From an optimization exercise on the open Yosys and OpenROAD flow, aimed at small area; shortcuts taken in it are not production practice.
The RTL was checked by simulation tests, not by an equivalence proof against the original design.
No driver is modelled on the clock port, so clocking that relies on it looks cheaper here than on a real chip.
Power and IR drop assume default switching activity.

===== flow/design.v =====
`timescale 1ns/1ns
`default_nettype none
module crate_mapper
(
	input logic clk,
	input logic reset,
	input logic [16-1:0] fiber,
	input logic [8*16-1:0] channels,
	output logic frame_valid,
	output logic [(18+1)*38-1:0] frame
);
	localparam int NR = 18;
	localparam int NC = 38 - 1;
	localparam int NCH = 8;
	logic [4:0] phase;
	logic collect;
	logic first;
	logic [10-1:0] fiber_id;
	assign collect = (phase >= 5'd1) && (phase <= 5'd16);
	assign first = (phase == 5'd1);
	always_ff @(posedge clk)
	begin
		if (reset)
		begin
			phase <= 5'd0;
		end
		else if (phase == 5'd0)
		begin
			if (fiber == 16'hAAAA)
			begin
				phase <= 5'd1;
			end
		end
		else if (phase == 5'd18)
		begin
			phase <= 5'd0;
		end
		else
		begin
			phase <= phase + 5'd1;
		end
	end
	always_ff @(posedge clk)
	begin
		if (reset || phase != 5'd17)
		begin
			frame_valid <= 1'b0;
			fiber_id <= '0;
		end
		else
		begin
			frame_valid <= 1'b1;
			fiber_id <= fiber[10-1:0];
		end
	end
	logic [NCH*NR-1:0] row_hot;
	logic [NCH*NC-1:0] col_hot;
	genvar g_ch, g_r, g_c;
	generate
		for (g_ch = 0; g_ch < NCH; g_ch++)
		begin : g_chan
			logic [15:0] word;
			logic take;
			logic [1:0] row_s2;
			logic [3:0] row_s1;
			logic [3:0] row_s0;
			logic [2:0] col_s2;
			logic [3:0] col_s1;
			logic [3:0] col_s0;
			assign word = channels[g_ch*16 +: 16];
			assign take = collect && word[12];
			for (g_r = 0; g_r < 4; g_r++)
			begin : g_s
				assign row_s1[g_r] = (word[3:2] == 2'(g_r));
				assign row_s0[g_r] = (word[1:0] == 2'(g_r));
				assign col_s1[g_r] = (word[9:8] == 2'(g_r));
				assign col_s0[g_r] = (word[7:6] == 2'(g_r));
			end
			for (g_r = 0; g_r < 2; g_r++)
			begin : g_rs2
				assign row_s2[g_r] = take && (word[5:4] == 2'(g_r));
			end
			for (g_c = 0; g_c < 3; g_c++)
			begin : g_cs2
				assign col_s2[g_c] = (word[11:10] == 2'(g_c));
			end
			for (g_r = 0; g_r < NR; g_r++)
			begin : g_rd
				crate_line_and u_row
				(
					.a (row_s2[g_r / 16]),
					.b (row_s1[(g_r / 4) % 4]),
					.c (row_s0[g_r % 4]),
					.y (row_hot[g_ch*NR + g_r])
				);
			end
			for (g_c = 0; g_c < NC; g_c++)
			begin : g_cd
				crate_line_and u_col
				(
					.a (col_s2[g_c / 16]),
					.b (col_s1[(g_c / 4) % 4]),
					.c (col_s0[g_c % 4]),
					.y (col_hot[g_ch*NC + g_c])
				);
			end
		end
	endgenerate
	generate
		for (g_r = 0; g_r < NR; g_r++)
		begin : g_row
			assign frame[g_r*38] = 1'b0;
			for (g_c = 0; g_c < NC; g_c++)
			begin : g_col
				logic [NCH-1:0] rh;
				logic [NCH-1:0] ch;
				for (g_ch = 0; g_ch < NCH; g_ch++)
				begin : g_sel
					assign rh[g_ch] = row_hot[g_ch*NR + g_r];
					assign ch[g_ch] = col_hot[g_ch*NC + g_c];
				end
				crate_map_cell u_cell
				(
					.clk (clk),
					.keep (~first),
					.frame_valid (frame_valid),
					.row_hot (rh),
					.col_hot (ch),
					.frame_bit (frame[g_r*38 + g_c + 1])
				);
			end
		end
	endgenerate
	assign frame[721] = frame_valid;
	assign frame[720:710] = frame_valid ? 11'h400 : 11'h000;
	assign frame[709:700] = fiber_id;
	assign frame[699:684] = frame_valid ? 16'hAAAA : 16'h0000;
endmodule
`default_nettype wire
`default_nettype none
module crate_map_cell
(
	input logic clk,
	input logic keep,
	input logic frame_valid,
	input logic [8-1:0] row_hot,
	input logic [8-1:0] col_hot,
	output logic frame_bit
);
	logic q;
	logic [2:0] none;
	crate_and_or3_n u_g0
	(
		.a ({row_hot[2:0]}),
		.b ({col_hot[2:0]}),
		.y_n (none[0])
	);
	crate_and_or3_n u_g1
	(
		.a ({row_hot[5:3]}),
		.b ({col_hot[5:3]}),
		.y_n (none[1])
	);
	crate_and_or3_n u_g2
	(
		.a ({row_hot[7:6], q}),
		.b ({col_hot[7:6], keep}),
		.y_n (none[2])
	);
	always_ff @(posedge clk)
	begin
		q <= ~&none;
	end
	assign frame_bit = q & frame_valid;
endmodule
module crate_line_and
(
	input logic a,
	input logic b,
	input logic c,
	output logic y
);
	assign y = a & b & c;
endmodule
module crate_and_or3_n
(
	input logic [2:0] a,
	input logic [2:0] b,
	output logic y_n
);
	assign y_n = ~|(a & b);
endmodule
`default_nettype wire

===== flow/flow/run.sh =====
#!/bin/bash
# The standard layout with two changes:
#  - port buffers are the minimum-size buf_1 instead of the delay cells
#    buffer_ports picks by default;
#  - after the floorplan, flow/grid.py places the map cells in a regular grid
#    (one tile per map bit) and fixes them, before the standard placement
#    places everything else around them.
# Each tool's output goes to a log of its own in this folder.
set -euo pipefail
export BUFFER_PORTS_ARGS="-buffer_cell sky130_fd_sc_hd__buf_1"
R=orfs/results/$FLOW_PLATFORM/crate_mapper/base
bash standard.sh floorplan > standard_floorplan.log 2>&1
openroad -python -exit flow/grid.py $R/2_floorplan.odb $R/2_floorplan.odb > grid.log 2>&1
bash standard.sh finish > standard_finish.log 2>&1

===== flow/flow/grid.py =====
# Places the map cells of crate_mapper in a regular grid before global placement:
# map bit (r, c) gets a tile in row band r and column c, and its six cells
# (flip-flop, three a222oi, nand3, frame and2) are put legally inside the tile and
# marked FIRM so that the placer routes the rest around them.
# usage: openroad -python -exit grid.py IN.odb OUT.odb
import sys, re, bisect
from openroad import Design, Tech
import odb

NR, NC = 18, 37
src, dst = sys.argv[1], sys.argv[2]
tech = Tech()
design = Design(tech)
design.readDb(src)
block = design.getBlock()

rows = sorted(block.getRows(), key=lambda r: r.getOrigin()[1])
site_w = rows[0].getSite().getWidth()
row_h = rows[0].getSite().getHeight()
x0 = rows[0].getOrigin()[0]
nsites = rows[0].getSiteCount()
y0 = rows[0].getOrigin()[1]
nrows = len(rows)

# occupied site intervals per row, from the cells already placed (tap cells)
occ = [[] for _ in rows]
def mark(ri, s, w):
    bisect.insort(occ[ri], (s, s + w))
for inst in block.getInsts():
    if inst.getPlacementStatus() in ("NONE", "UNPLACED"):
        continue
    bb = inst.getBBox()
    ri = (bb.yMin() - y0) // row_h
    s = (bb.xMin() - x0) // site_w
    w = -(-(bb.xMax() - bb.xMin()) // site_w)
    if 0 <= ri < nrows:
        mark(ri, s, w)

def free(ri, s, w):
    if s < 0 or s + w > nsites:
        return False
    iv = occ[ri]
    k = bisect.bisect_left(iv, (s + w, -1))
    if k > 0 and iv[k - 1][1] > s:
        return False
    return True

def find(ri, st, w, span):
    for d in range(span):
        for s in (st - d, st + d):
            if free(ri, s, w):
                return s
    return None

def place(inst, xt, yt):
    w = -(-inst.getMaster().getWidth() // site_w)
    rt = int((yt - y0) // row_h)
    st = int(round((xt - x0) / site_w - w / 2))
    best = None
    for dr in range(0, 12):
        for ri in {rt - dr, rt + dr}:
            if not 0 <= ri < nrows:
                continue
            s = find(ri, st, w, 60)
            if s is None:
                continue
            cost = abs(s - st) * site_w + abs(ri - rt) * row_h
            if best is None or cost < best[0]:
                best = (cost, ri, s)
        if best is not None and best[0] <= dr * row_h:
            break
    if best is None:
        raise SystemExit("no room for " + inst.getName())
    _, ri, s = best
    mark(ri, s, w)
    row = rows[ri]
    inst.setOrient(row.getOrient())
    inst.setLocation(x0 + s * site_w, row.getOrigin()[1])
    inst.setPlacementStatus("FIRM")

def driver(net):
    for it in net.getITerms():
        if it.isOutputSignal():
            return it.getInst()
    return None

def iterm(inst, name):
    for it in inst.getITerms():
        if it.getMTerm().getName() == name:
            return it
    return None

core = block.getCoreArea()
cw = (core.xMax() - core.xMin()) / NC
ch = (core.yMax() - core.yMin()) / NR
pat = re.compile(r"g_row\\?\[(\d+)\\?\]\.g_col\\?\[(\d+)\\?\]\.u_cell\.q")
bits = []
for inst in list(block.getInsts()):
    m = pat.match(inst.getName())
    if not m:
        continue
    r, c = int(m.group(1)), int(m.group(2))
    ff = inst
    nand = driver(iterm(ff, "D").getNet())
    aois = [driver(iterm(nand, p).getNet()) for p in ("A", "B", "C")]
    frame_and = None
    for it in iterm(ff, "Q").getNet().getITerms():
        i = it.getInst()
        if i != ff and i.getMaster().getName().startswith("sky130_fd_sc_hd__and2"):
            frame_and = i
    cells = [ff, nand, frame_and] + aois
    assert all(x is not None for x in cells), inst.getName()
    bits.append((r, c, ff, nand, frame_and, aois))

# Flip-flops gather in groups of eight, four columns wide and two row bands
# high, at the edge the two bands share, so that short clock nets reach them.
GROUP = 4
ff_w = None
for r, c, ff, nand, frame_and, aois in sorted(bits, key=lambda b: (b[0], b[1])):
    if ff_w is None:
        ff_w = ff.getMaster().getWidth()
    g0 = (c // GROUP) * GROUP
    n = min(GROUP, NC - g0)
    gx = core.xMin() + (g0 + n / 2) * cw
    xf = gx + (c - g0 - (n - 1) / 2) * ff_w
    xc = core.xMin() + (c + 0.5) * cw
    yb = core.yMin() + r * ch
    if r % 2 == 0:
        d = -1
        yf = yb + ch - row_h / 2
    else:
        d = 1
        yf = yb + row_h / 2
    place(ff, xf, yf)
    place(aois[0], xc - 4 * site_w, yf + d * row_h)
    place(aois[1], xc + 4 * site_w, yf + d * row_h)
    place(aois[2], xc - 3 * site_w, yf + 2 * d * row_h)
    place(nand, xc + 4 * site_w, yf + 2 * d * row_h)
    place(frame_and, xc, yf + 3 * d * row_h)
print("grid.py: placed", len(bits), "map bits")
design.writeDb(dst)

===== flow/standard.sh =====
#!/bin/bash
# synth_recipe.tcl (not shown) runs the flow's synth.tcl, then flattens the netlist and writes it again
# the make line also repeats each setting of config.mk as NAME=value (left out here)
make -C /OpenROAD-flow-scripts/flow DESIGN_CONFIG=/design/flow/config.mk WORK_HOME=/design/flow/orfs CLKGATE_MAP_FILE= SYNTH_SCRIPT=/design/flow/synth_recipe.tcl "${@:-finish}"

===== flow/config.mk =====
export PLATFORM = sky130hd
export DESIGN_NAME = crate_mapper
export DESIGN_NICKNAME = crate_mapper
export VERILOG_FILES = /design/flow/design.v
export SDC_FILE = /design/flow/constraint.sdc
export NUM_CORES = 8
export LEC_CHECK = 0
export CAP_MARGIN = 20
export CORE_MARGIN = 2
export CORE_UTILIZATION = 30
export CTS_BUF_LIST = sky130_fd_sc_hd__clkbuf_8
export CTS_CLUSTER_DIAMETER = 60
export CTS_CLUSTER_SIZE = 16
export SLEW_MARGIN = 20
export SYNTH_HIERARCHICAL = 1

===== flow/constraint.sdc =====
create_clock -name core_clock -period 6.0 [get_ports {clk}]
set_input_delay 1.2000 -clock core_clock [delete_from_list [all_inputs] [get_ports {clk}]]
set_output_delay 1.2000 -clock core_clock [all_outputs]
set_load 0.01 [all_outputs]

==> run summary, run 1 <==
slack of the critical path=1.71 ns; leakage=0.0188 uW; complex-gate fraction of the synthesized area=44.0%; status=failed layout checks; NetSw=3050 uW; FF+latch count, synth=682; total vias in the final route=63100; Max VDD drop=0.156 mV; Initial Util=30.1%; Post-Synth Simple-Gate Area=25.1%; max_cap viols=1; Placer Congestion=1.09; largest family of logic cells by synthesized area=compound AO/OA/AOI/OAI gates; Startpoint Class=flip-flop; slowest stage delay, CP=0.76 ns; Worst slew margin=-3.10%; Data required, critical path=4.80 ns; Layout Nets=5796; Internal=7020 uW; crit-path most repeated cell=buf_12; total CTS buffers=96; number of setup violations in the final report=0; Global Route Usage Sum=42.2%; Routed Antenna Nets=0; worst slack, placed=2.24 ns; Final Critical Period=4.29 ns; Yosys top cell area share=43.8%; final wirelength=357 mm; Syn Inst Count=4712; total power=10100 uW; count of input and output buffers=808; setup bufs post-CTS=0; Comb power frac=8.9%; first-pass GRT wire length=471 mm; Clock Path Buffers=3; hold_buf cts=0; DRC=0; Final Cell Area=0.0541 mm2; worst-margin pin slew=1.54 ns; share of cells above drive strength 1=7.07%; CTS sink cnt=682; CP max FO=161; PostCTS Resize Cnt=0; Commonest cells post-synth=a222oi_1 (1998), and2_1 (708), dfxtp_1 (682); I/O pin total=869; most frequent cell after synthesis=a222oi_1; CP max-delay cell=dfxtp_4; Std-Cell Rows=143; final hold vios=0; CP Capture Type=output pin; DR vias/cell=8.10; ys flop type=dfxtp_1; initial antenna violation count=27; total grt overflow=0; CP Class=flip-flop to output pin; drt initial violations=26600; max frequency=233 MHz; Flop pwr share=46.1%; DIE HEIGHT=394 um; total number of H-tree levels=3; unrepaired setup endpoints after global routing=false; worst endpoint data arrival time=3.09 ns; Avg Cell Area, Syn=9.69 um2; skew final=0.0788 ns; clock root buffer=clkbuf_8; post-synthesis async set-or-reset flop share=0%; synth top area cells=a222oi_1 (44%), dfxtp_1 (30%), and2_1 (9.7%), nand3_1 (7.3%), and3_1 (6.0%); wire per inst=45.8 um; sequential cell area fraction in the yosys report=29.9%; Clk pin slew, worst setup/hold paths=0.07 ns; Hold Path Class=flip-flop to flip-flop; Post-Syn Area=0.0457 mm2; Placement Cell Area=0.0516 mm2; Die Wd=394 um; Max Slew Vio Count=10; SO Faults=max-capacitance violations, max-slew violations; Post-Synth Adder-Cell Area=0.110%; Area Growth Syn to Fin=18.5%; Clk Latency, worst-skew pair=0.87 ns; vias in the first global route=54300; mux share of post-synthesis cell area=0.0247%; Synth cell types=30; core area=0.152 mm2; full die area=0.155 mm2; Clk network pwr share=45.0%; Filler cells=16100; Cell Pwr Density=186 mW/mm2; Sum Neg Setup Slack=0 ns; EDFF count, synth=0; crit-path cells=buf_12, buf_12, and2_1, buf_1; TritonCTS clock tree=built; area leader, netlist=a222oi_1; Ys Warns=8; sw frac=30.3%; final worst-path cycle share=71.5%; HPWL after DPL=303 mm; Post-Synth XOR/XNOR Area=0.0575%; DRT Pass-1 Iters=17; largest net degree at the start of global routing=224
routing by layer:
layer  share of wire [%]  track usage, %  vias up
met1                  30            46.0    28400
met5               0.016          0.0616        -
met4                 8.5            29.9       10
met3                  16            13.6     1338
li1                    -               -    25300
met2                  45            68.9     8111
power groups by stage:
stage | logic [uW] | registers, uW | clock network, uW
floorplan | 402 | 4700 | 0
global placement | 801 | 4740 | 0
detailed placement | 805 | 4740 | 0
CTS | 806 | 4630 | 4570
global route | 885 | 4640 | 4750
finish | 896 | 4640 | 4530
final timing paths:
| path | startpoint | end | slack, ns | cells past startpoint |
|---|---|---|---|---|
| worst min register to register | g_row[12].g_col[22].u_cell.q | g_row[12].g_col[22].u_cell.q | 0.52 | 2 |
| worst max register to register | phase[0] | g_row[14].g_col[22].u_cell.q | 1.95 | 8 |
| worst min-delay path | g_row[12].g_col[22].u_cell.q | g_row[12].g_col[22].u_cell.q | 0.52 | 2 |
| worst max-delay path | frame_valid | frame[108] | 1.71 | 4 |
cells in the final DEF (no fill, tap or decap), types with 2 or more instances in the layout:
| master | netlist | routed |
|---|---|---|
| nor2_2 | 0 | 14 |
| conb_1 | 1 | 36 |
| buf_4 | 46 | 34 |
| nor4bb_1 | 4 | 3 |
| inv_6 | 0 | 17 |
| clkinv_2 | 0 | 6 |
| and2_1 | 708 | 708 |
| clkinv_8 | 0 | 2 |
| nor4b_2 | 8 | 5 |
| nand3_1 | 668 | 668 |
| ha_1 | 4 | 3 |
| nor2b_1 | 80 | 61 |
| and3_2 | 0 | 141 |
| inv_1 | 2 | 9 |
| nor2_1 | 44 | 29 |
| xor2_1 | 2 | 2 |
| and4b_1 | 9 | 9 |
| dfxtp_2 | 0 | 3 |
| diode_2 | 0 | 36 |
| nor2b_2 | 0 | 19 |
| and3_1 | 440 | 299 |
| inv_8 | 0 | 8 |
| dfxtp_1 | 682 | 678 |
| buf_1 | 0 | 808 |
| clkbuf_8 | 0 | 114 |
| a222oi_1 | 1998 | 1998 |
| clkinv_4 | 0 | 7 |
| buf_12 | 0 | 6 |
| clkinvlp_4 | 0 | 6 |
| bufinv_16 | 0 | 10 |
| nor4b_4 | 0 | 3 |
final cells by class:
type | instances | area, um2 | area share [%]
Multi-Input combinational cell | 4015 | 32100 | 59.3
Sequential cell | 682 | 13700 | 25.3
Timing Repair Buffer | 849 | 3420 | 6.32
Tap cell | 2030 | 2540 | 4.69
Clock buffer | 114 | 1570 | 2.90
Clock inverter | 63 | 734 | 1.36
Antenna cell | 36 | 90.1 | 0.167
Inverter | 2 | 7.51 | 0.0139
modules after synthesis (local to each module, per instance):
module	times used	area, um2	flops+latches	cells
crate_map_cell	666	31.3	1	3
crate_mapper	1	2080	16	276
crate_and_or3_n	1998	10.0	0	1
crate_line_and	440	6.26	0	1
kinds of logic (layout without fill, tap and decap cells):
logic type               Yosys count  count (layout)
buffers and inverters             50            1028
adder cells (fa/ha/maj)            4               4
AO/OA/AOI/OAI                   2005            2005
multiplexers                       1               1
XOR/XNOR                           3               3
AND/OR/NAND/NOR                 1966            1966
flip-flops                       682             682
other                              1              72
sequential cells by signal, indices dropped and copies added (netlist names):
name / flops
frame_valid: 1
fiber_id: 10
g_row.g_col.u_cell.q: 666
phase: 5
worst max-delay path: cells and delay by family, from the launching register on:
kind / cells / cell delay, ns
and+or+nand+nor: 1 / 0.26
DFF: 1 / 0.76
buffers and inverters: 3 / 1.09
metrics by stage:
stage / hold WS (ns) / util (%) / instances
global placement: 0.501 / 34.0 / 7572
floorplan: 0.469 / - / 4747
finish: 0.518 / 35.7 / 7791
global route: 0.506 / 35.7 / 7768
CTS: 0.472 / 35.6 / 7752
detailed placement: 0.501 / 34.0 / 7575
==> run 2: changes to the inputs <==
--- a/flow/flow/grid.py
+++ b/flow/flow/grid.py
@@ -9,4 +9,5 @@
 
 NR, NC = 18, 37
+PAD = 1
 src, dst = sys.argv[1], sys.argv[2]
 tech = Tech()
@@ -62,5 +63,7 @@
             if not 0 <= ri < nrows:
                 continue
-            s = find(ri, st, w, 60)
+            s = find(ri, st - PAD, w + 2 * PAD, 60)
+            if s is not None:
+                s += PAD
             if s is None:
                 continue
@@ -73,5 +76,6 @@
         raise SystemExit("no room for " + inst.getName())
     _, ri, s = best
-    mark(ri, s, w)
+    # keep one free site on each side of a map cell
+    mark(ri, s - PAD, w + 2 * PAD)
     row = rows[ri]
     inst.setOrient(row.getOrient())
@@ -132,9 +136,10 @@
         d = 1
         yf = yb + row_h / 2
+    # a few free sites between the cells of a tile leave room for pin access
     place(ff, xf, yf)
-    place(aois[0], xc - 4 * site_w, yf + d * row_h)
-    place(aois[1], xc + 4 * site_w, yf + d * row_h)
-    place(aois[2], xc - 3 * site_w, yf + 2 * d * row_h)
-    place(nand, xc + 4 * site_w, yf + 2 * d * row_h)
+    place(aois[0], xc - 5.5 * site_w, yf + d * row_h)
+    place(aois[1], xc + 5.5 * site_w, yf + d * row_h)
+    place(aois[2], xc - 5 * site_w, yf + 2 * d * row_h)
+    place(nand, xc + 5 * site_w, yf + 2 * d * row_h)
     place(frame_and, xc, yf + 3 * d * row_h)
 print("grid.py: placed", len(bits), "map bits")
--- a/flow/config.mk
+++ b/flow/config.mk
@@ -6,10 +6,11 @@
 export NUM_CORES = 8
 export LEC_CHECK = 0
-export CAP_MARGIN = 20
+export CAP_MARGIN = 35
+export CORE_ASPECT_RATIO = 0.6
 export CORE_MARGIN = 2
 export CORE_UTILIZATION = 30
 export CTS_BUF_LIST = sky130_fd_sc_hd__clkbuf_8
-export CTS_CLUSTER_DIAMETER = 60
-export CTS_CLUSTER_SIZE = 16
-export SLEW_MARGIN = 20
+export CTS_CLUSTER_DIAMETER = 50
+export CTS_CLUSTER_SIZE = 12
+export SLEW_MARGIN = 35
 export SYNTH_HIERARCHICAL = 1
==> run 2 against run 1 <==
- critical path depth shrank 1
- now clean on timing, DRC and antenna
- die area about the same
- count of clock-buffer cells in the layout is 7 lower
- largest power group unchanged
- highest routed layer unchanged
==> run summary, run 2 <==
final worst-path cycle share=70.6% (-0.96 points); DIE HEIGHT=306 um (-22%); CP Capture Type=output pin; Post-Synth Simple-Gate Area=25.1% (unchanged); final hold slack=0.526 ns (+0.00721 ns); Post-Synth Adder-Cell Area=0.110% (unchanged); first-pass GRT wire length=463 mm (-1.8%); Post-Synth XOR/XNOR Area=0.0575% (unchanged); area leader, netlist=a222oi_1; PostCTS Resize Cnt=0 (unchanged); initial antenna violation count=35 (+30%); Sum Neg Setup Slack=0 ns (unchanged); wire per inst=44.2 um (-3.6%); leakage=0.0189 uW (+0.80%); DRT Pass-1 Iters=17 (unchanged); Avg Cell Area, Syn=9.69 um2 (unchanged); largest net degree at the start of global routing=194 (-13%); max_cap viols=0 (-1); Startpoint Class=flip-flop; total vias in the final route=63100 (-0.098%); EDFF count, synth=0 (unchanged); final cell count without fillers=7847 (+0.72%); number of setup violations in the final report=0 (unchanged); Layout Nets=5849 (+0.91%); total number of H-tree levels=3 (unchanged); vias in the first global route=54900 (+1.0%); Worst Path Buf+Inv=2 (-1); Hold Path Class=flip-flop to flip-flop; total power=10000 uW (-0.64%); DRC=0 (unchanged); most frequent cell after synthesis=a222oi_1; CP Class=flip-flop to output pin; Std-Cell Rows=110 (-23%); worst-margin pin slew=1.13 ns (-0.414 ns); CP max FO=61 (-62%); Die Wd=508 um (+29%); Filler cells=17000 (+5.6%); FF+latch count, synth=682 (unchanged); Final Cell Area=0.0550 mm2 (+1.6%); CP top delay family=buffers and inverters; mux share of post-synthesis cell area=0.0247% (unchanged); I/O pin total=869 (unchanged); Yosys top cell area share=43.8% (unchanged); setup bufs post-CTS=0 (unchanged); Initial Util=30.3% (+0.20 points); Ys Warns=8 (unchanged); max reg flops=666 (unchanged); Routed Antenna Nets=0 (unchanged); post-synthesis async set-or-reset flop share=0% (unchanged); CP max-delay cell=dfxtp_4; Cell Pwr Density=182 mW/mm2 (-2.2%); synth top area cells=a222oi_1 (44%), dfxtp_1 (30%), and2_1 (9.7%), nand3_1 (7.3%), and3_1 (6.0%); final wirelength=347 mm (-2.9%); CTS sink cnt=682 (unchanged); Synth cell types=30 (unchanged); Clk pin slew, worst setup/hold paths=0.09 ns (+0.02 ns); Post-Syn Area=0.0457 mm2 (unchanged); hold_buf cts=0 (unchanged); core area=0.151 mm2 (-0.65%); slowest stage delay, CP=0.86 ns (+0.10 ns); Biggest register=g_row.g_col.u_cell.q; final hold vios=0 (unchanged); Placement Cell Area=0.0519 mm2 (+0.67%); Data required, critical path=4.80 ns (about the same); drt initial violations=23800 (-11%); share of cells above drive strength 1=8.46% (+1.4 points); sequential cell area fraction in the yosys report=29.9% (unchanged); Regs by FF count=g_row.g_col.u_cell.q x666, fiber_id x10, phase x5; total CTS buffers=97 (+1.0%); Commonest cells post-synth=a222oi_1 (1998), and2_1 (708), dfxtp_1 (682); Clock Path Buffers=3 (unchanged); worst endpoint data arrival time=3.03 ns (-0.06 ns); Area Growth Syn to Fin=20.4%; total grt overflow=0 (unchanged); crit-path cells=buf_4, and2_1, buf_1; Final Critical Period=4.23 ns (-0.0578 ns); Syn Inst Count=4712 (unchanged); ys flop type=dfxtp_1; status=timing/DRC/antenna clean; complex-gate fraction of the synthesized area=44.0% (unchanged); TritonCTS clock tree=built; Worst slew margin=24.7% (+28 points); max frequency=236 MHz (+1.4%); dpl cells=7599 (+0.32%); count of input and output buffers=808 (unchanged); largest family of logic cells by synthesized area=compound AO/OA/AOI/OAI gates; HPWL after DPL=293 mm (-3.1%); full die area=0.155 mm2 (about the same); unrepaired setup endpoints after global routing=false; Max VDD drop=0.162 mV (+3.5%); Clk Latency, worst-skew pair=0.85 ns (-0.02 ns); DR vias/cell=8.04 (-0.81%); Max Slew Vio Count=0 (-10); most common cell after layout, fill and taps aside=a222oi_1; clock root buffer=clkbuf_8; Placer Congestion=1.05 (-3.0%); skew final=0.0340 ns (-0.0448 ns); Global Route Usage Sum=41.1% (-1.1 points); most frequent cells in the layout=a222oi_1 (1998), buf_1 (808), and2_1 (708)
run 2: cell count changes in the layout (fill, tap and decap cells not counted), sizes merged:
cell / delta
buf: +52
diode: +17
clkbuf: -7
clkinvlp: +6
bufinv: -4
inv: +4
clkinv: +2
run 2: stage by stage:
step           worst slack (ns)  utilization, %
6_report                   1.77            36.5
5_1_grt                    1.55            36.5
4_1_cts                    1.72            35.9
3_5_place_dp               2.36            34.5
3_3_place_gp               2.24            34.4
2_1_floorplan             -8.24               -
run 2: cell families after synthesis:
kind of cell,Yosys count
compound gates,2005
xor+xnor,3
fa+ha+maj,4
buf+inv,50
flops,682
mux,1
other cells,1
simple gates,1966
run 2: report_power, final:
group	total [uW]	internal, uW	switching, uW
Combinational	978	190	788
Sequential	4640	4600	42.4
Clock	4390	2010	2380
Total	10000	6800	3210
run 2: final timing paths:
path / from / endpoint / slack [ns] / cells after the start
worst max-delay path: frame_valid / frame[320] / 1.77 / 3
worst max register to register: phase[0] / g_row[8].g_col[35].u_cell.q / 2.25 / 9
worst min register to register: g_row[13].g_col[18].u_cell.q / g_row[13].g_col[18].u_cell.q / 0.53 / 2
worst min-delay path: g_row[13].g_col[18].u_cell.q / g_row[13].g_col[18].u_cell.q / 0.53 / 2
run 2: cell type report:
cell class	instances	area [um2]	area share [%]
clock inverter	71	694	1.26
timing repair buffer	901	4120	7.49
inverter	2	7.51	0.0137
multi-input combinational	4015	32400	58.9
antenna	53	133	0.241
sequential	682	13700	24.8
tap	2016	2520	4.59
clock buffer	107	1470	2.68
run 2: worst min-delay path, cell delays in order, from the launching register on:
cell      delay, ns
dfxtp_1        0.33
a222oi_1       0.09
nand3_1        0.08
run 2: metal layers:
layer | global-route usage [%] | part of all wire, % | vias up | wire length [um]
li1 | - | - | 25400 | -
met2 | 62.2 | 43 | 7356 | 149000
met4 | 21.8 | 6.2 | 18 | 21700
met5 | 0 | 0.029 | - | 99
met3 | 13.2 | 17 | 829 | 58500
met1 | 51.7 | 34 | 29500 | 118000
run 2: Yosys stat by module (local to each module, per instance):
module	times used	flops+latches	cells	cell area, um2
crate_mapper	1	16	276	2080
crate_and_or3_n	1998	0	1	10.0
crate_line_and	440	0	1	6.26
crate_map_cell	666	1	3	31.3
==> run 3: changes to the inputs <==
==> flow/flow/run.sh (replaced) <==
#!/bin/bash
# The standard layout with these changes:
#  - port buffers are the minimum-size buf_1 instead of the delay cells
#    buffer_ports picks by default;
#  - after the floorplan, flow/grid.py places the map cells in a regular grid
#    (one tile per map bit) and fixes them, and gives each group of eight map
#    flip-flops a clock buffer of its own, before the standard placement places
#    everything else around them;
#  - clock tree synthesis builds the tree on the clock net only, from the clock
#    port to those leaf buffers and the other flip-flops.
# Each tool's output goes to a log of its own in this folder.
set -euo pipefail
export BUFFER_PORTS_ARGS="-buffer_cell sky130_fd_sc_hd__buf_1"
export PRE_CTS_TCL=$PWD/flow/undont.tcl
export CTS_ARGS="-sink_clustering_enable -repair_clock_nets -sink_clustering_size 12 -sink_clustering_max_diameter 50 -buf_list sky130_fd_sc_hd__clkbuf_8 -clk_nets clk"
R=orfs/results/$FLOW_PLATFORM/crate_mapper/base
bash standard.sh floorplan > standard_floorplan.log 2>&1
openroad -python -exit flow/grid.py $R/2_floorplan.odb $R/2_floorplan.odb > grid.log 2>&1
bash standard.sh finish > standard_finish.log 2>&1
--- a/flow/flow/grid.py
+++ b/flow/flow/grid.py
@@ -10,4 +10,5 @@
 NR, NC = 18, 37
 PAD = 1
+LEAF_BUF = "sky130_fd_sc_hd__clkbuf_4"
 src, dst = sys.argv[1], sys.argv[2]
 tech = Tech()
@@ -144,3 +145,28 @@
     place(frame_and, xc, yf + 3 * d * row_h)
 print("grid.py: placed", len(bits), "map bits")
+
+# One clock buffer per group of flip-flops, placed between its two rows of
+# flip-flops; clock tree synthesis then only has to reach these leaf buffers.
+clk = block.findNet("clk")
+leaf_master = None
+for lib in block.getDataBase().getLibs():
+    leaf_master = leaf_master or lib.findMaster(LEAF_BUF)
+groups = {}
+for r, c, ff, nand, frame_and, aois in bits:
+    groups.setdefault((r // 2, c // GROUP), []).append(ff)
+for (gr, gc), ffs in sorted(groups.items()):
+    buf = odb.dbInst_create(block, leaf_master, "clk_leaf_%d_%d" % (gr, gc))
+    net = odb.dbNet_create(block, "clk_leaf_net_%d_%d" % (gr, gc))
+    net.setSigType("CLOCK")
+    buf.findITerm("A").connect(clk)
+    buf.findITerm("X").connect(net)
+    for ff in ffs:
+        it = iterm(ff, "CLK")
+        it.disconnect()
+        it.connect(net)
+    xs = [ff.getBBox().xMin() + ff.getBBox().getDX() / 2 for ff in ffs]
+    ys = [ff.getBBox().yMin() + ff.getBBox().getDY() / 2 for ff in ffs]
+    place(buf, sum(xs) / len(xs), sum(ys) / len(ys))
+    buf.setDoNotTouch(True)
+print("grid.py: placed", len(groups), "clock leaf buffers")
 design.writeDb(dst)
==> flow/flow/undont.tcl (new file) <==
# Clock tree synthesis has to connect the clock leaf buffers that grid.py added,
# which stay dont-touch through placement so that no buffer removal takes them out.
foreach inst [[ord::get_db_block] getInsts] {
  if {[string match "clk_leaf_*" [$inst getName]]} {
    $inst setDoNotTouch 0
  }
}
==> run 3 against run 2 <==
- largest cell class unchanged
- largest power group unchanged
- flip-flop and latch count unchanged
- hold slack worse by 0.020 ns
- clock power decreased by 28%
- combinational power about the same
- maximum frequency down 0.35%
- die area unchanged
- via count fell by 0.89%
==> run summary, run 3 <==
count of input and output buffers=808 (unchanged); final worst-path cycle share=70.8% (+0.24 points); leakage=0.0186 uW (-1.8%); flop2flop setup slack=2.19 ns (-0.06 ns); core area=0.151 mm2 (unchanged); RR Endpoint=g_row[6].g_col[36].u_cell.q; EDFF count, synth=0 (unchanged); hold path cells=2 (unchanged); CP Capture Type=output pin; ys flop type=dfxtp_1; DRT Pass-1 Iters=17 (unchanged); PostCTS Resize Cnt=0 (unchanged); Area Growth Syn to Fin=18.3%; drt initial violations=23500 (-1.3%); max reg flops=666 (unchanged); Die Wd=508 um (unchanged); FF+latch count, synth=682 (unchanged); Regs by FF count=g_row.g_col.u_cell.q x666, fiber_id x10, phase x5; Sum Neg Setup Slack=0 ns (unchanged); full die area=0.155 mm2 (unchanged); most frequent cell after synthesis=a222oi_1; Layout Nets=5877 (+0.48%); skew final=0.0805 ns (+0.0465 ns); Post-Syn Area=0.0457 mm2 (unchanged); Placer Congestion=1.05 (-0.22%); Max VDD drop=0.210 mV (+30%); Synth cell types=30 (unchanged); slack of the critical path=1.75 ns (-0.0147 ns); CP Class=flip-flop to output pin; worst hold path startpoint=fiber[3]; most frequent cells in the layout=a222oi_1 (1998), buf_1 (808), and2_1 (707); total vias in the final route=62500 (-0.89%); path depth of the worst reg2reg path=8 (-1); HPWL after DPL=295 mm (+0.62%); Avg Cell Area, Syn=9.69 um2 (unchanged); share of cells above drive strength 1=7.64% (-0.82 points); Initial Util=30.3% (unchanged); total grt overflow=0 (unchanged); Ys Warns=8 (unchanged); wire per inst=44.1 um (-0.17%); Std-Cell Rows=110 (unchanged); DRC=0 (unchanged); worst-margin pin slew=1.24 ns (+0.111 ns); I/O pin total=869 (unchanged); final hold vios=0 (unchanged); initial antenna violation count=38 (+8.6%); Clk pin slew, worst setup/hold paths=0.07 ns (-0.02 ns); Clk Latency, worst-skew pair=1.00 ns (+0.15 ns); Cell Pwr Density=163 mW/mm2 (-11%); Yosys top cell area share=43.8% (unchanged); largest net degree at the start of global routing=182 (-6.2%); WHS Endpoint=fiber_id[3]; unrepaired setup endpoints after global routing=false; Finished Core Util=35.9% (-0.64 points); Max Slew Vio Count=0 (unchanged); Global Route Usage Sum=40.9% (-0.18 points); hold_buf cts=0 (unchanged); area leader, netlist=a222oi_1; synth top area cells=a222oi_1 (44%), dfxtp_1 (30%), and2_1 (9.7%), nand3_1 (7.3%), and3_1 (6.0%); first-pass GRT wire length=460 mm (-0.64%); TritonCTS clock tree=built; CP max FO=149 (+140%); Routed Antenna Nets=0 (unchanged); Hold Path Class=input port to flip-flop; post-synthesis async set-or-reset flop share=0% (unchanged); number of setup violations in the final report=0 (unchanged); total power=8790 uW (-12%); Data required, critical path=4.80 ns (about the same); most common cell after layout, fill and taps aside=a222oi_1; max frequency=235 MHz (-0.35%); worst slack, placed=2.51 ns (+0.150 ns); vias in the first global route=54300 (-1.2%); Startpoint Class=flip-flop; Commonest cells post-synth=a222oi_1 (1998), and2_1 (708), dfxtp_1 (682); setup bufs post-CTS=0 (unchanged); final wirelength=344 mm (-0.66%); DR vias/cell=8.01 (-0.40%); sequential cell area fraction in the yosys report=29.9% (unchanged); Syn Inst Count=4712 (unchanged); Final Critical Period=4.25 ns (+0.0147 ns); final hold slack=0.506 ns (-0.0198 ns); worst endpoint data arrival time=3.05 ns (+0.02 ns); Biggest register=g_row.g_col.u_cell.q; Worst slew margin=16.9% (-7.8 points); Critical R2R Launch=phase[0]; DIE HEIGHT=306 um (unchanged); status=timing/DRC/antenna clean; max_cap viols=0 (unchanged)
run 3: cell counts after synthesis:
No cell type changed its count.
run 3: final cells by class, without the clock buffers:
| class | count | area (um2) |
|---|---|---|
| timing repair buffer | 897 | 4030 |
| tap | 2016 | 2520 |
| sequential | 682 | 13700 |
| clock inverter | 20 | 75.1 |
| buffer | 90 | 676 |
| antenna | 46 | 115 |
| fill | 17100 | 96500 |
| multi-input combinational | 4015 | 32400 |
| inverter | 2 | 7.51 |
run 3: cells by family (layout without fill, tap and decap cells):
group | count (synthesis) | in the layout | synth area share (%)
other cells | 1 | 82 | 0.00821
mux | 1 | 1 | 0.0247
flops | 682 | 682 | 29.9
fa+ha+maj | 4 | 4 | 0.110
buf+inv | 50 | 1049 | 0.795
simple gates | 1966 | 1966 | 25.1
compound gates | 2005 | 2005 | 44.0
xor+xnor | 3 | 3 | 0.0576
run 3: critical path, cell delays in order, from the launching register on:
cell     delay, ns
dfxtp_4       0.68
buf_12        0.28
buf_12        0.45
and2_1        0.23
buf_1         0.37
run 3: worst max path at each step:
stage | startpoint | depth (start not counted) | end
floorplan | phase[2] | 4 | g_row[0].g_col[10].u_cell.q
global placement | phase[0] | 8 | g_row[14].g_col[7].u_cell.q
detailed placement | phase[0] | 8 | g_row[0].g_col[35].u_cell.q
CTS | frame_valid | 3 | frame[247]
global route | frame_valid | 4 | frame[255]
finish | frame_valid | 4 | frame[247]
run 3: where the power goes:
part | leakage, uW | switching [uW] | internal (uW) | total, uW
logic | 0.0123 | 782 | 193 | 975
registers | 0.00549 | 42.3 | 4600 | 4640
clock network | 0.000806 | 1880 | 1300 | 3180
run 3: metal layers:
layer	wire length (um)	up-vias	share of wire [%]	global-route usage [%]
met1	119000	29200	34	52.1
met2	148000	7058	43	62.3
met4	21200	26	6.1	21.0
met3	56800	800	16	12.0
li1	-	25400	-	-
met5	161	-	0.047	0
run 3: through the flow:
stage	std cells	cell area, um2
after global routing	7780	54000
after detailed placement	7689	52600
after floorplan	4747	45800
after global placement	7685	52500
after CTS	7749	53200
final	7808	54000
run 3: per-module statistics from Yosys (local to each module, per instance):
module	cell area [um2]	flops+latches	cells	times used
crate_mapper	2080	16	276	1
crate_map_cell	31.3	1	3	666
crate_line_and	6.26	0	1	440
crate_and_or3_n	10.0	0	1	1998
==> run 4: changes to the inputs <==
==> flow/config.mk (replaced) <==
export PLATFORM = sky130hd
export DESIGN_NAME = crate_mapper
export DESIGN_NICKNAME = crate_mapper
export VERILOG_FILES = /design/flow/design.v
export SDC_FILE = /design/flow/constraint.sdc
export NUM_CORES = 8
export LEC_CHECK = 0
export CAP_MARGIN = 30
export CORE_ASPECT_RATIO = 0.9
export CORE_MARGIN = 2
export CORE_UTILIZATION = 30
export SLEW_MARGIN = 30
export SYNTH_HIERARCHICAL = 1
==> run 4 against run 3 <==
- largest cell class unchanged
- sequential share of layout area up 0.27 points
- still clean
- worst setup slack worse by 0.13 ns
- maximum frequency down 3.0%
- clock power up 2%
- global-route usage up 1.9 points
- largest power group unchanged
- sequential power about the same
==> run summary, run 4 <==
Post-Syn Area=0.0457 mm2 (unchanged); hold_buf cts=0 (unchanged); Routed Antenna Nets=0 (unchanged); post-synthesis async set-or-reset flop share=0% (unchanged); status=timing/DRC/antenna clean; share of cells above drive strength 1=7.76% (+0.12 points); Avg Cell Area, Syn=9.69 um2 (unchanged); first-pass GRT wire length=480 mm (+4.4%); final wirelength=359 mm (+4.2%); path depth of the worst reg2reg path=9 (+1); initial antenna violation count=34 (-11%); CP Class=flip-flop to output pin; Cell Pwr Density=165 mW/mm2 (+1.2%); Initial Util=30.3% (-0.054 points); final worst-path cycle share=73.0% (+2.2 points); Clk Latency, worst-skew pair=0.87 ns (-0.13 ns); mux share of post-synthesis cell area=0.0247% (unchanged); unrepaired setup endpoints after global routing=false; Startpoint Class=flip-flop; TritonCTS clock tree=built; Post-Synth Simple-Gate Area=25.1% (unchanged); max reg flops=666 (unchanged); Final Critical Period=4.38 ns (+0.133 ns); Die Wd=415 um (-18%); Commonest cells post-synth=a222oi_1 (1998), and2_1 (708), dfxtp_1 (682); total vias in the final route=63600 (+1.7%); dpl cells=7643 (-0.60%); Max Slew Vio Count=0 (unchanged); PostCTS Resize Cnt=0 (unchanged); Hold Path Class=flip-flop to flip-flop; Worst slew margin=21.8% (+4.8 points); complex-gate fraction of the synthesized area=44.0% (unchanged); final hold slack=0.523 ns (+0.0173 ns); count of input and output buffers=808 (unchanged); Global Route Usage Sum=42.8% (+1.9 points); Max VDD drop=0.124 mV (-41%); CP Capture Type=output pin; Ys Warns=8 (unchanged); Layout Nets=5859 (-0.31%); ys flop type=dfxtp_1; final cell count without fillers=7765 (-0.55%); worst slack, placed=2.33 ns (-0.175 ns); area leader, netlist=a222oi_1; setup bufs post-CTS=0 (unchanged); Std-Cell Rows=135 (+23%); critical path startpoint=frame_valid; full die area=0.155 mm2 (about the same); Data required, critical path=4.80 ns (about the same); DR vias/cell=8.19 (+2.3%); Regs by FF count=g_row.g_col.u_cell.q x666, fiber_id x10, phase x5; largest family of logic cells by synthesized area=compound AO/OA/AOI/OAI gates; FF+latch count, synth=682 (unchanged); max_cap viols=0 (unchanged); wire per inst=46.2 um (+4.8%); Area Growth Syn to Fin=17.1%; most common cell after layout, fill and taps aside=a222oi_1; slack of the critical path=1.62 ns (-0.133 ns); Reg area=0.0137 mm2 (unchanged); I/O pin total=869 (unchanged); Post-Synth XOR/XNOR Area=0.0575% (unchanged); worst hold path startpoint=g_row[6].g_col[6].u_cell.q; max frequency=228 MHz (-3.0%); Clk pin slew, worst setup/hold paths=0.08 ns (about the same); largest net degree at the start of global routing=224 (+23%); vias in the first global route=56500 (+4.2%); EDFF count, synth=0 (unchanged); Synth cell types=30 (unchanged); CP max FO=89 (-40%); total grt overflow=0 (unchanged); final hold vios=0 (unchanged); most frequent cells in the layout=a222oi_1 (1998), buf_1 (806), and2_1 (708); Filler cells=17200 (+0.38%); number of setup violations in the final report=0 (unchanged); synth top area cells=a222oi_1 (44%), dfxtp_1 (30%), and2_1 (9.7%), nand3_1 (7.3%), and3_1 (6.0%); DRC=0 (unchanged); most frequent cell after synthesis=a222oi_1; sequential cell area fraction in the yosys report=29.9% (unchanged); worst endpoint data arrival time=3.18 ns (+0.13 ns); Placer Congestion=1.06 (+0.31%); HPWL after DPL=306 mm (+3.5%); worst-margin pin slew=1.17 ns (-0.0692 ns); Critical R2R Launch=phase[0]; drt initial violations=23100 (-1.7%); DRT Pass-1 Iters=20 (+3); Biggest register=g_row.g_col.u_cell.q; Post-Synth Adder-Cell Area=0.110% (unchanged); Yosys top cell area share=43.8% (unchanged); Syn Inst Count=4712 (unchanged); hold path cells=2 (unchanged); area of the multi-input gates=0.0321 mm2 (-0.74%); leakage=0.0186 uW (-0.14%); core area=0.151 mm2 (+0.18%); skew final=0.0609 ns (-0.0196 ns); DIE HEIGHT=374 um (+22%)
[run 4: cell types whose count changed in the layout (fill, tap and decap cells not counted), moves of 5 or more]
cell	before	now
and3_4	77	1
nor2b_2	17	32
and3_2	99	173
clkbuf_8	40	45
buf_16	12	3
diode_2	46	55
nor2_1	39	29
nor2b_1	62	48
buf_4	68	56
nor2_2	1	14
[run 4: path summary, 6_finish.rpt]
path                            slack [ns]                           to
worst max-delay path                  1.62                   frame[206]
worst min-delay path                  0.52   g_row[6].g_col[6].u_cell.q
worst max register to register        2.44  g_row[1].g_col[36].u_cell.q
worst min register to register        0.52   g_row[6].g_col[6].u_cell.q
[run 4: critical path, cell delays in order, from the launching register on]
cell and delay (ns):
dfxtp_4 0.41, buf_16 0.26, buf_16 0.29, buf_12 0.37
buf_4 0.32, and2_1 0.16, buf_1 0.38
[run 4: final cells by class, without the clock buffers]
type / instances / area share (%)
well taps: 1986 / 4.65
flip-flops and latches: 682 / 25.6
plain buffers: 90 / 1.26
clock inverters: 15 / 0.105
diodes: 55 / 0.257
repair buffers: 875 / 6.85
inverters: 2 / 0.0140
multi-input cells: 4015 / 60.1
[run 4: kinds of logic (layout without fill, tap and decap cells)]
group	after synthesis	count (layout)
AND/OR/NAND/NOR	1966	1966
AO/OA/AOI/OAI	2005	2005
multiplexers	1	1
other	1	91
adder cells (fa/ha/maj)	4	4
XOR/XNOR	3	3
buffers and inverters	50	1027
flip-flops	682	682
[run 4: metal layers]
| layer | track usage [%] | part of all wire [%] | wire length, um |
|---|---|---|---|
| met2 | 67.6 | 45 | 160000 |
| met4 | 34.4 | 9.3 | 33300 |
| met1 | 48.1 | 32 | 114000 |
| met5 | 0 | 0.017 | 62 |
| met3 | 12.6 | 14 | 51900 |
[run 4: per-module statistics from Yosys, one instance, submodules excluded]
module           times used  flops+latches
crate_mapper              1             16
crate_map_cell          666              1
crate_and_or3_n        1998              0
crate_line_and          440              0
[run 4: power breakdown]
group | switching (uW) | leakage [uW] | internal, uW
Sequential | 40.6 | 0.00549 | 4600
Clock | 1870 | 0.000817 | 1370
Combinational | 751 | 0.0122 | 176
Total | 2660 | 0.0186 | 6140
[run 4: through the flow]
stage               util, %  instance area [um2]  setup TNS [ns]  total power [uW]
finish                 35.4                53500               0              8800
global route           35.4                53400               0              9060
CTS                    35.2                53200               0              8760
detailed placement     34.8                52500               0              6960
global placement       34.7                52300               0              6950
floorplan                 -                45800        -5303.03              5100
==> run 5: changes to the inputs <==
--- a/flow/config.mk
+++ b/flow/config.mk
@@ -9,5 +9,5 @@
 export CORE_ASPECT_RATIO = 0.9
 export CORE_MARGIN = 2
-export CORE_UTILIZATION = 30
+export CORE_UTILIZATION = 38
 export SLEW_MARGIN = 30
 export SYNTH_HIERARCHICAL = 1
==> run 5 against run 4 <==
- largest power group unchanged
- worst setup slack improved by 0.15 ns
- sequential share of layout area rose by 0.39 points
- maximum frequency up 3.5%
- synthesized cell count is the same
- highest routed layer unchanged
- critical path type unchanged
- largest cell class unchanged
- global-route usage up 6.0 points
==> run summary, run 5 <==
status=timing/DRC/antenna clean; area leader, netlist=a222oi_1; share of cells above drive strength 1=6.77% (-0.99 points); core area=0.119 mm2 (-21%); final cell count without fillers=7311 (-5.8%); DIE HEIGHT=333 um (-11%); Global Route Usage Sum=48.8% (+6.0 points); Data required, critical path=4.80 ns (about the same); routing usage on met2=73.9% (+6.3 points); Initial Util=38.4% (+8.1 points); DRC=0 (unchanged); path depth of the worst reg2reg path=8 (-1); I/O pin total=869 (unchanged); layer with the highest usage=met2; EDFF count, synth=0 (unchanged); Internal=6140 uW (about the same); synth top area cells=a222oi_1 (44%), dfxtp_1 (30%), and2_1 (9.7%), nand3_1 (7.3%), and3_1 (6.0%); Clk Latency, worst-skew pair=0.90 ns (+0.03 ns); sw frac=30.1% (-0.087 points); Critical R2R Launch=phase[0]; PostCTS Resize Cnt=0 (unchanged); Finished Core Util=44.2% (+8.8 points); Clk pin slew, worst setup/hold paths=0.09 ns (about the same); max_cap viols=0 (unchanged); largest net degree at the start of global routing=224 (unchanged); flop2flop setup slack=1.92 ns (-0.52 ns); slowest stage delay, CP=0.63 ns (+0.22 ns); ys flop type=dfxtp_1; Avg Cell Area, Syn=9.69 um2 (unchanged); number of setup violations in the final report=0 (unchanged); RR Endpoint=g_row[17].g_col[23].u_cell.q; crit-path cells=buf_16, buf_12, and2_1, buf_1; leakage=0.0185 uW (-0.42%); Crit path depth=4 (-2); Worst Path Buf+Inv=3 (-2); total grt overflow=0 (unchanged); CP max FO=213 (+140%); CP max-delay cell=buf_12; TritonCTS clock tree=built; CP Capture Type=output pin; setup bufs post-CTS=0 (unchanged); worst hold path startpoint=g_row[7].g_col[25].u_cell.q; initial antenna violation count=28 (-18%); Commonest cells post-synth=a222oi_1 (1998), and2_1 (708), dfxtp_1 (682); final hold vios=0 (unchanged); Regs by FF count=g_row.g_col.u_cell.q x666, fiber_id x10, phase x5; M3 GR Usage=18.9% (+6.3 points); FF+latch count, synth=682 (unchanged); CP Class=flip-flop to output pin; most frequent cell after synthesis=a222oi_1; final worst-path cycle share=70.6% (-2.4 points); Post-Syn Area=0.0457 mm2 (unchanged); max reg flops=666 (unchanged); GR Util met1=54.2% (+6.1 points); critical path startpoint=frame_valid; Max VDD drop=0.146 mV (+18%); Biggest register=g_row.g_col.u_cell.q; hold_buf cts=0 (unchanged); Routed Antenna Nets=0 (unchanged); dpl cells=7218 (-5.6%); first-pass GRT wire length=444 mm (-7.6%); unrepaired setup endpoints after global routing=false; DR vias/cell=8.80 (+7.4%); Area Growth Syn to Fin=15.3%; Max Slew Vio Count=0 (unchanged); Comb power frac=10.1% (-0.4 points); worst-margin pin slew=1.13 ns (-0.0383 ns); DRT Pass-1 Iters=22 (+10%); Hold Path Class=flip-flop to flip-flop; HPWL after DPL=272 mm (-11%); final hold slack=0.523 ns (+0.000304 ns); hold path cells=2 (unchanged); Startpoint Class=flip-flop; final wirelength=325 mm (-9.3%); Flop pwr share=52.8% (about the same); NetSw=2650 uW (-0.41%); most frequent cells in the layout=a222oi_1 (1998), buf_1 (808), and2_1 (708); Std-Cell Rows=120 (-11%); Clk network pwr share=37.1% (+0.3 points); Worst slew margin=24.3% (+2.6 points); full die area=0.123 mm2 (-21%); post-synthesis async set-or-reset flop share=0% (unchanged); Layout Nets=5828 (-0.53%); skew final=0.0770 ns (+0.0162 ns); total vias in the final route=64300 (+1.1%); count of input and output buffers=808 (unchanged); worst endpoint data arrival time=3.04 ns (-0.14 ns); Yosys top cell area share=43.8% (unchanged); wire per inst=44.5 um (-3.7%); Die Wd=369 um (-11%); sequential cell area fraction in the yosys report=29.9% (unchanged); Syn Inst Count=4712 (unchanged); Placer Congestion=1.10 (+4.7%); Final Critical Period=4.24 ns (-0.147 ns); Synth cell types=30 (unchanged); max frequency=236 MHz (+3.5%); CP top delay family=buffers and inverters; drt initial violations=24800 (+7.3%); Critical Path Sink=frame[124]; most common cell after layout, fill and taps aside=a222oi_1; vias in the first global route=56800 (+0.56%); Cell Pwr Density=167 mW/mm2 (+1.4%); Ys Warns=8 (unchanged)
[run 5: cell counts after synthesis]
No cell type changed its count.
[run 5: logic make-up (layout without fill, tap and decap cells)]
group                    after synthesis  after routing  synth area share, %
AO/OA/AOI/OAI                       2005           2005                 44.0
AND/OR/NAND/NOR                     1966           1966                 25.1
flip-flops                           682            682                 29.9
buffers and inverters                 50           1006                0.795
adder cells (fa/ha/maj)                4              4                0.110
XOR/XNOR                               3              3               0.0576
other                                  1             58              0.00821
multiplexers                           1              1               0.0247
[run 5: how the worst min path moves through the flow]
stage                              endpoint  slack [ns]
5_1_grt        g_row[17].g_col[36].u_cell.q        0.54
6_report        g_row[7].g_col[25].u_cell.q        0.52
2_1_floorplan  g_row[10].g_col[21].u_cell.q        0.47
3_3_place_gp   g_row[13].g_col[25].u_cell.q        0.50
4_1_cts        g_row[10].g_col[36].u_cell.q        0.52
3_5_place_dp   g_row[13].g_col[25].u_cell.q        0.50
[run 5: layout make-up, without the clock buffers]
class	instances	area (um2)
sequential	682	13700
multi-input combinational	4015	32100
inverter	2	7.51
tap	1586	1980
timing repair buffer	846	3430
antenna	22	55.1
buffer	90	676
clock inverter	23	86.3
fill	13200	66400
[run 5: stage by stage]
step	TNS (ns)	setup WS (ns)	instance area (um2)	total power, uW
6_report	0	1.76	52700	8790
5_1_grt	0	1.68	52600	9030
4_1_cts	0	1.55	52400	8700
3_5_place_dp	0	2.10	51700	6920
3_3_place_gp	0	2.08	51600	6900
2_1_floorplan	-5303.03	-8.24	45800	5100
[run 5: modules after synthesis, one instance, submodules excluded]
| module | cells inside | flip-flops and latches |
|---|---|---|
| crate_and_or3_n | 1 | 0 |
| crate_line_and | 1 | 0 |
| crate_map_cell | 3 | 1 |
| crate_mapper | 276 | 16 |
[run 5: worst reg2reg max path: stages (launching register included)]
cell      delay, ns
dfxtp_2        0.37
inv_1          0.11
ha_1           0.20
or3b_4         0.42
a22oi_2        0.80
and4b_1        0.76
and3_2         0.91
a222oi_1       0.31
nand3_1        0.16
[run 5: per-layer routing]
metal | up-vias | share of wire [%] | routed length (um)
met4 | 28 | 9.3 | 30200
met2 | 8038 | 43 | 140000
met3 | 1640 | 17 | 54600
met1 | 29300 | 31 | 100000
li1 | 25300 | - | -
met5 | - | 0.055 | 180
[run 5: power by group through the flow]
stage               Sequential (uW)  Combinational (uW)  Clock, uW
detailed placement             4740                 797       1380
CTS                            4630                 798       3260
finish                         4640                 888       3260
floorplan                      4700                 402          0
global route                   4640                 878       3500
global placement               4740                 780       1380
==> run 6: changes to the inputs <==
--- a/flow/config.mk
+++ b/flow/config.mk
@@ -6,8 +6,8 @@
 export NUM_CORES = 8
 export LEC_CHECK = 0
-export CAP_MARGIN = 30
+export CAP_MARGIN = 26
 export CORE_ASPECT_RATIO = 0.9
 export CORE_MARGIN = 2
 export CORE_UTILIZATION = 38
-export SLEW_MARGIN = 30
+export SLEW_MARGIN = 26
 export SYNTH_HIERARCHICAL = 1
==> run 6 against run 5 <==
- clock skew barely moved
- critical path depth down 1
- sequential share of layout area about the same
- synthesized area unchanged
- hold slack improved by 0.0017 ns
- worst setup slack got worse by 0.31 ns
- clock power barely moved
- synthesized cell count did not move
- maximum frequency down 6.9%
- first-iteration DRC count decreased by 1.4%
==> run summary, run 6 <==
ys flop type=dfxtp_1; hold_buf cts=0 (unchanged); drt initial violations=24400 (-1.4%); Final Cell Area=0.0526 mm2 (about the same); Avg Cell Area, Syn=9.69 um2 (unchanged); CP Class=flip-flop to output pin; status=timing/DRC/antenna clean; Startpoint Class=flip-flop; Max VDD drop=0.147 mV (+0.48%); worst slack, placed=2.08 ns (-0.0157 ns); total vias in the final route=64600 (+0.36%); Routed Antenna Nets=0 (unchanged); share of cells above drive strength 1=6.65% (-0.12 points); critical path startpoint=frame_valid; max frequency=220 MHz (-6.9%); DRT Pass-1 Iters=21 (-4.5%); final worst-path cycle share=75.8% (+5.2 points); most frequent cell after synthesis=a222oi_1; skew final=0.0766 ns (-0.000402 ns); Reg area=0.0137 mm2 (unchanged); DIE HEIGHT=333 um (unchanged); CP max FO=213 (unchanged); post-synthesis async set-or-reset flop share=0% (unchanged); number of setup violations in the final report=0 (unchanged); count of input and output buffers=808 (unchanged); area leader, netlist=a222oi_1; setup bufs post-CTS=0 (unchanged); slack of the critical path=1.45 ns (-0.312 ns); final hold vios=0 (unchanged); total grt overflow=0 (unchanged); DR vias/cell=8.82 (+0.25%); hold path cells=2 (unchanged); Commonest cells post-synth=a222oi_1 (1998), and2_1 (708), dfxtp_1 (682); Worst slew margin=15.9% (-8.5 points); final wirelength=327 mm (+0.50%); synth top area cells=a222oi_1 (44%), dfxtp_1 (30%), and2_1 (9.7%), nand3_1 (7.3%), and3_1 (6.0%); PostCTS Resize Cnt=0 (unchanged); TritonCTS clock tree=built; unrepaired setup endpoints after global routing=false; path depth of the worst reg2reg path=8 (unchanged); core area=0.119 mm2 (unchanged); sequential cell area fraction in the yosys report=29.9% (unchanged); Clk pin slew, worst setup/hold paths=0.08 ns (about the same); Placer Congestion=1.10 (unchanged); largest net degree at the start of global routing=224 (unchanged); EDFF count, synth=0 (unchanged); Filler cells=13200 (+0.21%); most frequent cells in the layout=a222oi_1 (1998), buf_1 (808), and2_1 (708); max_cap viols=0 (unchanged); CP Capture Type=output pin; Data required, critical path=4.80 ns (about the same); Yosys top cell area share=43.8% (unchanged); HPWL after DPL=272 mm (about the same); Area Growth Syn to Fin=15.3% (about the same); full die area=0.123 mm2 (unchanged); Biggest register=g_row.g_col.u_cell.q; first-pass GRT wire length=447 mm (+0.69%); max reg flops=666 (unchanged); Final Critical Period=4.55 ns (+0.312 ns); Std-Cell Rows=120 (unchanged); Cell Pwr Density=167 mW/mm2 (about the same); Ys Warns=8 (unchanged); wire per inst=44.7 um (+0.39%); Global Route Usage Sum=49.2% (+0.39 points); Critical R2R Launch=phase[0]; vias in the first global route=56800 (+0.019%); Layout Nets=5827 (-0.017%); Post-Syn Area=0.0457 mm2 (unchanged); I/O pin total=869 (unchanged); Hold Path Class=flip-flop to flip-flop; total power=8800 uW (about the same); Max Slew Vio Count=0 (unchanged); Syn Inst Count=4712 (unchanged); Placement Cell Area=0.0517 mm2 (-0.10%); Regs by FF count=g_row.g_col.u_cell.q x666, fiber_id x10, phase x5; worst hold path startpoint=g_row[0].g_col[36].u_cell.q; most common cell after layout, fill and taps aside=a222oi_1; worst-margin pin slew=1.26 ns (+0.127 ns); FF+latch count, synth=682 (unchanged); initial antenna violation count=29 (+3.6%); worst endpoint data arrival time=3.35 ns (+0.31 ns); Initial Util=38.4% (unchanged); Clk Latency, worst-skew pair=0.90 ns (about the same); Synth cell types=30 (unchanged); leakage=0.0185 uW (about the same); Die Wd=369 um (unchanged); DRC=0 (unchanged); area of the multi-input gates=0.0321 mm2 (about the same)
-- run 6: cell counts after synthesis --
Identical to the previous run, type by type.
-- run 6: Yosys stat by module, one instance, submodules excluded --
module | area, um2 | flip-flops and latches
crate_line_and | 6.26 | 0
crate_and_or3_n | 10.0 | 0
crate_map_cell | 31.3 | 1
crate_mapper | 2080 | 16
-- run 6: cells by family after synthesis --
logic type,share of synthesized area (%)
fa+ha+maj,0.110
flops,29.9
simple gates,25.1
mux,0.0247
xor+xnor,0.0576
other cells,0.00821
buf+inv,0.795
compound gates,44.0
-- run 6: final cells by class, without the clock buffers --
type | instances | share of cell area, %
buffer | 90 | 1.28
sequential | 682 | 26.0
timing repair buffer | 845 | 6.46
clock inverter | 23 | 0.164
tap | 1586 | 3.77
antenna | 31 | 0.147
inverter | 2 | 0.0143
multi-input combinational | 4015 | 61.0
-- run 6: path summary, 6_finish.rpt --
| path | endpoint | slack [ns] |
|---|---|---|
| worst max register to register | g_row[17].g_col[36].u_cell.q | 1.99 |
| worst min-delay path | g_row[0].g_col[36].u_cell.q | 0.53 |
| worst max-delay path | frame[163] | 1.45 |
| worst min register to register | g_row[0].g_col[36].u_cell.q | 0.53 |
-- run 6: per-stage QoR --
stage	setup TNS [ns]	hold slack (ns)	utilization [%]	instances
finish	0	0.525	44.2	7319
global placement	0	0.504	43.4	7215
global route	0	0.544	44.2	7294
detailed placement	0	0.504	43.4	7217
floorplan	-5303.03	0.469	-	4747
CTS	0	0.523	44.0	7285
-- run 6: report_power, final --
part / leakage [uW] / internal, uW / switching [uW]
Combinational: 0.0121 / 169 / 721
Sequential: 0.00549 / 4600 / 41.2
Clock: 0.000857 / 1380 / 1890
Total: 0.0185 / 6140 / 2650
-- run 6: metal layers --
| metal | vias to the layer above | global-route usage (%) | share of wire, % |
|---|---|---|---|
| met1 | 29300 | 55.8 | 31 |
| met4 | 30 | 39.2 | 9.0 |
| met3 | 1592 | 17.9 | 17 |
| met5 | - | 0 | 0.068 |
| li1 | 25300 | - | - |
| met2 | 8311 | 74.3 | 43 |
-- run 6: worst max-delay path: stages (launching register included) --
cell,delay (ns)
dfxtp_4,0.99
buf_12,0.68
and2_1,0.23
buf_1,0.47
==> run 7: changes to the inputs <==
--- a/flow/config.mk
+++ b/flow/config.mk
@@ -7,7 +7,7 @@
 export LEC_CHECK = 0
 export CAP_MARGIN = 26
-export CORE_ASPECT_RATIO = 0.9
+export CORE_ASPECT_RATIO = 0.8
 export CORE_MARGIN = 2
-export CORE_UTILIZATION = 38
+export CORE_UTILIZATION = 42
 export SLEW_MARGIN = 26
 export SYNTH_HIERARCHICAL = 1
==> run 7 against run 6 <==
- synthesized area is the same
- combinational power increased by 2.9%
- sequential share of layout area increased by 0.16 points
- first-iteration DRC count is 2.2% higher
- still clean on timing, DRC and antenna
- worst setup slack improved by 0.13 ns
- clock skew shrank 0.020 ns
- cell count decreased by 2.5%
- sequential power hardly changed
- global-route usage grew 2.7 points
- synthesized cell count unchanged
- clock power is 4% lower
==> run summary, run 7 <==
share of cells above drive strength 1=6.62% (-0.027 points); Met3 Wirelength=52.6 mm (-5.6%); setup bufs post-CTS=0 (unchanged); Reg area=0.0137 mm2 (unchanged); full die area=0.111 mm2 (-9.4%); hold_buf cts=0 (unchanged); Global Route Usage Sum=51.9% (+2.7 points); status=timing/DRC/antenna clean; Filler cells=12100 (-8.7%); FF+latch count, synth=682 (unchanged); count of input and output buffers=808 (unchanged); met2 wire length=134 mm (-4.7%); Metal-1 WL=100 mm (-0.82%); TritonCTS clock tree=built; DRC=0 (unchanged); sequential cell area fraction in the yosys report=29.9% (unchanged); sw frac=30.2% (about the same); PostCTS Resize Cnt=0 (unchanged); unrepaired setup endpoints after global routing=false; HPWL after DPL=262 mm (-3.6%); Max Used Layer=met5; worst-margin pin slew=1.20 ns (-0.0570 ns); I/O pin total=869 (unchanged); Routed Antenna Nets=0 (unchanged); Initial Util=42.2% (+3.9 points); synth top area cells=a222oi_1 (44%), dfxtp_1 (30%), and2_1 (9.7%), nand3_1 (7.3%), and3_1 (6.0%); Data required, critical path=4.80 ns (about the same); initial antenna violation count=24 (-17%); Syn Inst Count=4712 (unchanged); total grt overflow=0 (unchanged); dpl cells=7067 (-2.1%); Commonest cells post-synth=a222oi_1 (1998), and2_1 (708), dfxtp_1 (682); Final Cell Area=0.0523 mm2 (-0.61%); final cell count without fillers=7138 (-2.5%); DR vias/cell=9.05 (+2.6%); first-pass GRT wire length=436 mm (-2.4%); area leader, netlist=a222oi_1; core area=0.108 mm2 (-9.2%); ys flop type=dfxtp_1; Die Wd=373 um (+0.88%); Startpoint Class=flip-flop; drt initial violations=25000 (+2.2%); Final Critical Period=4.42 ns (-0.128 ns); final hold vios=0 (unchanged); vias in the first global route=56100 (-1.4%); Yosys top cell area share=43.8% (unchanged); most common cell after layout, fill and taps aside=a222oi_1; max_cap viols=0 (unchanged); Max VDD drop=0.210 mV (+43%); final worst-path cycle share=73.6% (-2.1 points); total vias in the final route=64600 (+0.036%); DRT Pass-1 Iters=40 (+90%); Internal=6060 uW (-1.2%); Clk pin slew, worst setup/hold paths=0.09 ns (about the same); CP max FO=165 (-23%); Max Slew Vio Count=0 (unchanged); Clk Latency, worst-skew pair=0.94 ns (+0.04 ns); Layout Nets=5828 (+0.017%); EDFF count, synth=0 (unchanged); Flop pwr share=53.4% (+0.7 points); final wirelength=314 mm (-4.0%); worst endpoint data arrival time=3.22 ns (-0.13 ns); CP Class=flip-flop to output pin; Std-Cell Rows=108 (-10%); NetSw=2620 uW (-1.2%); DIE HEIGHT=299 um (-10%); wire per inst=44.0 um (-1.6%); Avg Cell Area, Syn=9.69 um2 (unchanged); Biggest register=g_row.g_col.u_cell.q; Placement Cell Area=0.0516 mm2 (-0.19%); max reg flops=666 (unchanged); Worst slew margin=19.6% (+3.7 points); skew final=0.0571 ns (-0.0195 ns); largest net degree at the start of global routing=212 (-5.4%); number of setup violations in the final report=0 (unchanged); most frequent cells in the layout=a222oi_1 (1998), buf_1 (808), and2_1 (708); area of the multi-input gates=0.0321 mm2 (about the same); Clk network pwr share=36.1% (-1.1 points); Synth cell types=30 (unchanged); post-synthesis async set-or-reset flop share=0% (unchanged); Hold Path Class=input port to flip-flop; Regs by FF count=g_row.g_col.u_cell.q x666, fiber_id x10, phase x5; max frequency=226 MHz (+2.9%); Area Growth Syn to Fin=14.6%; most frequent cell after synthesis=a222oi_1; leakage=0.0184 uW (-0.38%); Ys Warns=8 (unchanged); Placer Congestion=1.09 (-1.6%); Post-Syn Area=0.0457 mm2 (unchanged); CP Capture Type=output pin; Cell Pwr Density=166 mW/mm2 (-0.64%); Comb power frac=10.5% (+0.4 points)
-- run 7: cell counts after synthesis --
No cell type changed its count.
-- run 7: cells by family (layout without fill, tap and decap cells) --
logic type / after synthesis / after routing / share of synthesized area [%]
AO/OA/AOI/OAI: 2005 / 2005 / 44.0
multiplexers: 1 / 1 / 0.0247
other: 1 / 49 / 0.00821
adder cells (fa/ha/maj): 4 / 4 / 0.110
flip-flops: 682 / 682 / 29.9
buffers and inverters: 50 / 998 / 0.795
AND/OR/NAND/NOR: 1966 / 1966 / 25.1
XOR/XNOR: 3 / 3 / 0.0576
-- run 7: cell type report, without the clock buffers --
| class | count | area share [%] |
|---|---|---|
| inverter | 2 | 0.0143 |
| clock inverter | 17 | 0.122 |
| antenna | 13 | 0.0622 |
| tap | 1430 | 3.42 |
| multi-input combinational | 4015 | 61.4 |
| sequential | 682 | 26.1 |
| buffer | 90 | 1.29 |
| timing repair buffer | 849 | 6.54 |
-- run 7: worst max-delay path, stage by stage (launching register included) --
cell and delay (ns):
dfxtp_4 0.70, buf_16 0.33, buf_12 0.51, and2_1 0.37
buf_1 0.18
-- run 7: per-stage QoR --
step                setup slack [ns]  power, uW  hold WS (ns)   TNS, ns  util [%]
detailed placement              2.27       6930         0.503         0      47.7
finish                          1.58       8690         0.496         0      48.4
floorplan                      -8.24       5100         0.469  -5303.03         -
global placement                2.08       6920         0.503         0      47.6
global route                    1.51       8890         0.495         0      48.4
CTS                             1.73       8560         0.483         0      48.3
-- run 7: final timing paths --
path                          startpoint                           to  slack (ns)  cells after the start
min                             fiber[5]                  fiber_id[5]        0.50                      2
max                          frame_valid                    frame[20]        1.58                      4
min reg2reg  g_row[3].g_col[36].u_cell.q  g_row[3].g_col[36].u_cell.q        0.51                      2
max reg2reg                     phase[0]  g_row[0].g_col[36].u_cell.q        2.03                      8
-- run 7: modules after synthesis, one instance, submodules excluded --
module | area [um2] | cells inside | times used
crate_mapper | 2080 | 276 | 1
crate_line_and | 6.26 | 1 | 440
crate_map_cell | 31.3 | 3 | 666
crate_and_or3_n | 10.0 | 1 | 1998
-- run 7: power groups by stage --
stage          combinational, uW  sequential [uW]  clock [uW]
3_5_place_dp                 813             4740        1380
6_report                     915             4640        3130
3_3_place_gp                 799             4740        1380
4_1_cts                      814             4630        3110
2_1_floorplan                402             4700           0
5_1_grt                      901             4640        3340
-- run 7: metal layers --
metal | up-vias | GRT usage (%)
met5 | - | 0.168
met4 | 12 | 38.5
met3 | 1653 | 18.1
met2 | 8190 | 78.9
met1 | 29400 | 60.4
li1 | 25300 | -

Setup slack of run 7, layout unchanged: 1.581 ns with ideal ports, 1.494 ns with driving cells assumed (clock clkbuf_16, inputs buf_2), 2.033 ns with port delays also shifted by the 1.011 ns mid clock arrival.
